What follows belongs to an exercise in optimizing a design on an open flow for small area; a production flow would make more cautious choices. In this exercise RTL edits were held to simulation tests only and were not proved equivalent to the original. Power is estimated from default activity; no workload was simulated. The flow treats the clock pin as an ideal source, which a real chip does not have.

==> flow/design.v (excerpt) <==
module binary_erode3x3 #(
  parameter int DATA_WIDTH = 8,
  parameter int IMG_WIDTH  = 640,
  parameter int IMG_HEIGHT = 480
) (
  input  logic                  clk_i,
  input  logic                  rst_i,
  input  logic                  pixel_datav_i,
  input  logic                  pixel_sof_i,
  input  logic [DATA_WIDTH-1:0] pixel_data_i,
  output logic                  erode_datav_o,
  output logic                  erode_sof_o,
  output logic [DATA_WIDTH-1:0] erode_data_o,
  output logic                  overrun_o
);
==> module binary_erode3x3, before the edit <==
module binary_erode3x3 #(
  parameter int DATA_WIDTH = 8,
  parameter int IMG_WIDTH  = 640,
  parameter int IMG_HEIGHT = 480
) (
  input  logic                  clk_i,
  input  logic                  rst_i,
  input  logic                  pixel_datav_i,
  input  logic                  pixel_sof_i,
  input  logic [DATA_WIDTH-1:0] pixel_data_i,
  output logic                  erode_datav_o,
  output logic                  erode_sof_o,
  output logic [DATA_WIDTH-1:0] erode_data_o,
  output logic                  overrun_o
);
  localparam int GRP    = morph_pkg::GRP;
  localparam int GBIT   = morph_pkg::GBIT;
  localparam int NGRP   = IMG_WIDTH / GRP - 1;
  localparam logic [7:0] GRP_LAST  = 8'd45;    
  localparam logic [8:0] ROW_ONE   = 9'd1;     
  localparam logic [8:0] ROW_FLUSH = 9'd36;    
  localparam logic [8:0] ROW_END   = 9'd73;    
  logic            active_reg;
  logic [1:0]      ph_reg;
  logic [7:0]      grp_reg;
  logic [8:0]      row_reg;
  logic            datav_reg;
  logic            sof_reg;
  logic            data_reg;
  logic            overrun_reg;
  logic            flush;
  logic            beat;
  logic            restart;
  logic [1:0]      ph_b;
  logic [7:0]      grp_b;
  logic [8:0]      row_b;
  logic            grp0;
  logic            col_last;
  logic            row0;
  logic            row1;
  logic            row_end;
  logic            p_in;
  logic            p1_reg, p2_reg;
  logic            h_cur;
  logic [5:1]      hs_reg;
  logic [4:1]      ws_reg;
  logic [4:1]      rb_reg;
  logic [3:1]      rw_reg;
  logic            e_old;
  logic            w_new;
  logic [GRP-1:0]  enc_b, enc_w;
  logic [GBIT-1:0] enc_c;
  logic [GBIT-1:0] dec_c;
  logic [GRP-1:0]  dec_b, dec_w;
  logic [1:0]      rd_sel;
  logic            grp_shift;
  assign row_end = (row_reg == ROW_END);
  assign flush   = active_reg && (row_end || row_reg == ROW_FLUSH);
  assign restart = pixel_datav_i && pixel_sof_i && !flush;
  assign beat    = flush || (pixel_datav_i && (pixel_sof_i || active_reg));
  assign ph_b    = restart ? '0 : ph_reg;
  assign grp_b   = restart ? '0 : grp_reg;
  assign row_b   = restart ? '0 : row_reg;
  assign grp0     = (grp_b == '0);
  assign col_last = (ph_b == 2'd3) && (grp_b == GRP_LAST);
  assign row0     = (row_b == '0);
  assign row1     = (row_b == ROW_ONE);
  assign p_in  = |pixel_data_i;
  assign h_cur = p2_reg && p1_reg && p_in && !(grp0 && !ph_b[1]);
  assign e_old = rb_reg[4] && rb_reg[3] && rb_reg[2];
  assign w_new = e_old && h_cur && !row0;
  assign enc_b[0] = hs_reg[5] | hs_reg[4] | hs_reg[3];
  assign enc_b[1] = hs_reg[4] | hs_reg[3] | hs_reg[2];
  assign enc_b[2] = hs_reg[3] | hs_reg[2] | hs_reg[1];
  assign enc_b[3] = hs_reg[2] | hs_reg[1] | h_cur;
  assign enc_w    = {ws_reg[1], ws_reg[2], ws_reg[3], ws_reg[4]};
  assign grp_shift = beat && (ph_b == 2'd1);
  always_comb begin
    if (&enc_b) begin
      enc_c = {1'b1, enc_w[3], enc_w[2], enc_w[1], enc_w[0]};
    end else if (!enc_b[1] && !enc_b[2]) begin
      enc_c = {1'b1, enc_b[0] | enc_b[3], !enc_b[0], enc_b[0], !enc_b[0] | enc_b[3]};
    end else if (enc_b[0] && enc_b[1]) begin
      enc_c = {2'b00, enc_b[2], enc_w[1] | enc_b[3], enc_w[0]};
    end else begin
      enc_c = {2'b01, enc_b[1], enc_w[2] | enc_b[0], enc_w[3]};
    end
  end
  bin_line_buffer #(
    .DEPTH(NGRP),
    .WIDTH(GBIT)
  ) u_store (
    .clk_i     (clk_i),
    .shift_en_i(grp_shift),
    .word_i    (enc_c),
    .word_o    (dec_c)
  );
  always_comb begin
    dec_b = '0;
    dec_w = '0;
    if (dec_c[4]) begin
      if ((dec_c[0] && !dec_c[1] && dec_c[2]) || (dec_c[1] && !dec_c[2] && dec_c[3])) begin
        dec_b = {dec_c[3] & dec_c[0], 2'b00, dec_c[1]};
      end else begin
        dec_b = 4'b1111;
        dec_w = dec_c[3:0];
      end
    end else if (!dec_c[3]) begin
      dec_b = {dec_c[1] & !dec_c[2], dec_c[2], 2'b11};
      dec_w = {2'b00, dec_c[2] & dec_c[1], dec_c[0]};
    end else begin
      dec_b = {2'b11, dec_c[2], dec_c[1] & !dec_c[2]};
      dec_w = {dec_c[0], dec_c[2] & dec_c[1], 2'b00};
    end
  end
  assign rd_sel = ph_b + 2'd2;
  always_ff @(posedge clk_i) begin
    if (beat) begin
      p1_reg <= p_in;
      p2_reg <= p1_reg;
      hs_reg <= {hs_reg[4:1], h_cur};
      ws_reg <= {ws_reg[3:1], w_new};
      rb_reg <= {rb_reg[3:1], dec_b[rd_sel]};
      rw_reg <= {rw_reg[2:1], dec_w[rd_sel]};
    end
  end
  always_ff @(posedge clk_i) begin
    if (rst_i) begin
      active_reg  <= 1'b0;
      datav_reg   <= 1'b0;
      sof_reg     <= 1'b0;
      data_reg    <= 1'b0;
      overrun_reg <= 1'b0;
    end else begin
      datav_reg <= beat && !row0 && !(row1 && grp0 && ph_b == 2'd0);
      sof_reg   <= beat && row1 && grp0 && (ph_b == 2'd1);
      data_reg  <= beat && !row0 && !row1 && !flush && h_cur && rw_reg[3];
      if (flush && pixel_datav_i) begin
        overrun_reg <= 1'b1;
      end
      if (restart) begin
        active_reg <= 1'b1;
      end else if (flush && row_end) begin
        active_reg <= 1'b0;
      end
    end
  end
  always_ff @(posedge clk_i) begin
    if (beat) begin
      ph_reg <= ph_b + 1'b1;
      if (col_last) begin
        grp_reg <= '0;
        row_reg <= {row_b[7:0], !(row_b[8] ^ row_b[4])};
      end else begin
        if (ph_b == 2'd3) begin
          grp_reg <= {grp_b[6:0], !(grp_b[7] ^ grp_b[5] ^ grp_b[4] ^ grp_b[3])};
        end else begin
          grp_reg <= grp_b;
        end
        row_reg <= row_b;
      end
    end
  end
  assign erode_datav_o = datav_reg;
  assign erode_sof_o   = sof_reg;
  assign erode_data_o  = {DATA_WIDTH{data_reg}};
  assign overrun_o     = overrun_reg;
endmodule
export LEC_CHECK = 0
export CAP_MARGIN = 20
export CORE_MARGIN = 2
export CORE_UTILIZATION = 70
export CTS_BUF_LIST = sky130_fd_sc_hd__clkbuf_16
export CTS_CLUSTER_DIAMETER = 60
export CTS_CLUSTER_SIZE = 40
export SLEW_MARGIN = 20
create_clock -name core_clock -period 10.0 [get_ports {clk_i}]
standard.sh (not shown) runs the stock make flow with config.mk's settings and CLKGATE_MAP_FILE= SYNTH_SCRIPT=/design/flow/synth_recipe.tcl, a recipe that flattens the netlist after the stock synthesis.
==> flow/flow/run.sh <==
#!/bin/bash
# Standard ORFS layout, with the port buffers made from the smallest buffer cell and a
# clock tree built without CTS's dummy balancing loads.
set -euo pipefail
export BUFFER_PORTS_ARGS="-buffer_cell sky130_fd_sc_hd__buf_1"
export CTS_ARGS="-sink_clustering_enable -repair_clock_nets -sink_clustering_size 34 -sink_clustering_max_diameter 90 -buf_list sky130_fd_sc_hd__clkbuf_16 -dont_use_dummy_load"
bash standard.sh > standard.log 2>&1
Next try:
--- a/flow/design.v
+++ b/flow/design.v
@@ -53,10 +53,8 @@
   logic            flush;
   logic            beat;
   logic            restart;
   logic [1:0]      ph_b;
-  logic [7:0]      grp_b;
-  logic [8:0]      row_b;
   logic            grp0;
   logic            col_last;
   logic            row0;
   logic            row1;
@@ -80,14 +78,12 @@
   assign flush   = active_reg && (row_end || row_reg == ROW_FLUSH);
   assign restart = pixel_datav_i && pixel_sof_i && !flush;
   assign beat    = flush || (pixel_datav_i && (pixel_sof_i || active_reg));
   assign ph_b    = restart ? '0 : ph_reg;
-  assign grp_b   = restart ? '0 : grp_reg;
-  assign row_b   = restart ? '0 : row_reg;
-  assign grp0     = (grp_b == '0);
-  assign col_last = (ph_b == 2'd3) && (grp_b == GRP_LAST);
-  assign row0     = (row_b == '0);
-  assign row1     = (row_b == ROW_ONE);
+  assign grp0     = restart || (grp_reg == '0);
+  assign col_last = (ph_b == 2'd3) && (grp_reg == GRP_LAST);
+  assign row0     = restart || (row_reg == '0);
+  assign row1     = !restart && (row_reg == ROW_ONE);
   assign p_in  = |pixel_data_i;
   assign h_cur = p2_reg && p1_reg && p_in && !(grp0 && !ph_b[1]);
   assign e_old = rb_reg[4] && rb_reg[3] && rb_reg[2];
   assign w_new = e_old && h_cur && !row0;
@@ -169,18 +165,21 @@
   end
   always_ff @(posedge clk_i) begin
     if (beat) begin
       ph_reg <= ph_b + 1'b1;
-      if (col_last) begin
+    end
+    if (beat && (restart || ph_reg == 2'd3)) begin
+      if (restart || grp_reg == GRP_LAST) begin
         grp_reg <= '0;
-        row_reg <= {row_b[7:0], !(row_b[8] ^ row_b[4])};
       end else begin
-        if (ph_b == 2'd3) begin
-          grp_reg <= {grp_b[6:0], !(grp_b[7] ^ grp_b[5] ^ grp_b[4] ^ grp_b[3])};
-        end else begin
-          grp_reg <= grp_b;
-        end
-        row_reg <= row_b;
+        grp_reg <= {grp_reg[6:0], !(grp_reg[7] ^ grp_reg[5] ^ grp_reg[4] ^ grp_reg[3])};
+      end
+    end
+    if (beat && (restart || col_last)) begin
+      if (restart) begin
+        row_reg <= '0;
+      end else begin
+        row_reg <= {row_reg[7:0], !(row_reg[8] ^ row_reg[4])};
       end
     end
   end
   assign erode_datav_o = datav_reg;
The changed run went through all stages and came out clean.
Routed wire length increases by 3.4%.
Final cell count is lower by 1.4%.
Worst hold slack loses 0.019 ns.
Combinational power shrinks by about 2%.
Critical path depth goes up by 2.
Worst setup slack gets worse by 0.56 ns.
Utilization hardly moves.
Count of clock-buffer cells in the layout stays the same.
Cell area is about the same.
Global-route usage grows by 0.33 points.
Total power barely changes.
Synthesized area fell by 0.47%.
Clock power is about the same.

[afterwards: timing with drivers on the ports]
No port has a modelled driver above. Below, the same layouts with a new extraction and two added sets of constraints. Step 1 assumes that a clkbuf_16 drives the clock port and a buf_2 every other input. Step 2 also shifts input and output timing later by t, the mid clock arrival at the registers, as if the neighbouring blocks saw the same clock. Slacks: ideal ports / drivers / drivers and shift; pairs: ideal ports / drivers.
run | t (ns) | setup WS [ns] | hold WS [ns] | worst data-port slew with drivers (ns) | pins driven straight from the clock port
the first run | 0.645 | 5.111 / 5.144 / 4.500 | 0.419 / 0.419 / 0.419 | 0.03 | 1
the second run | 0.631 | 4.550 / 4.580 / 3.949 | 0.400 / 0.400 / 0.400 | 0.03 | 1
After both steps every run listed still meets setup and hold. The setup slack of the first run, which loses most, moves by +0.033 ns with the drivers and by -0.611 ns with both steps.
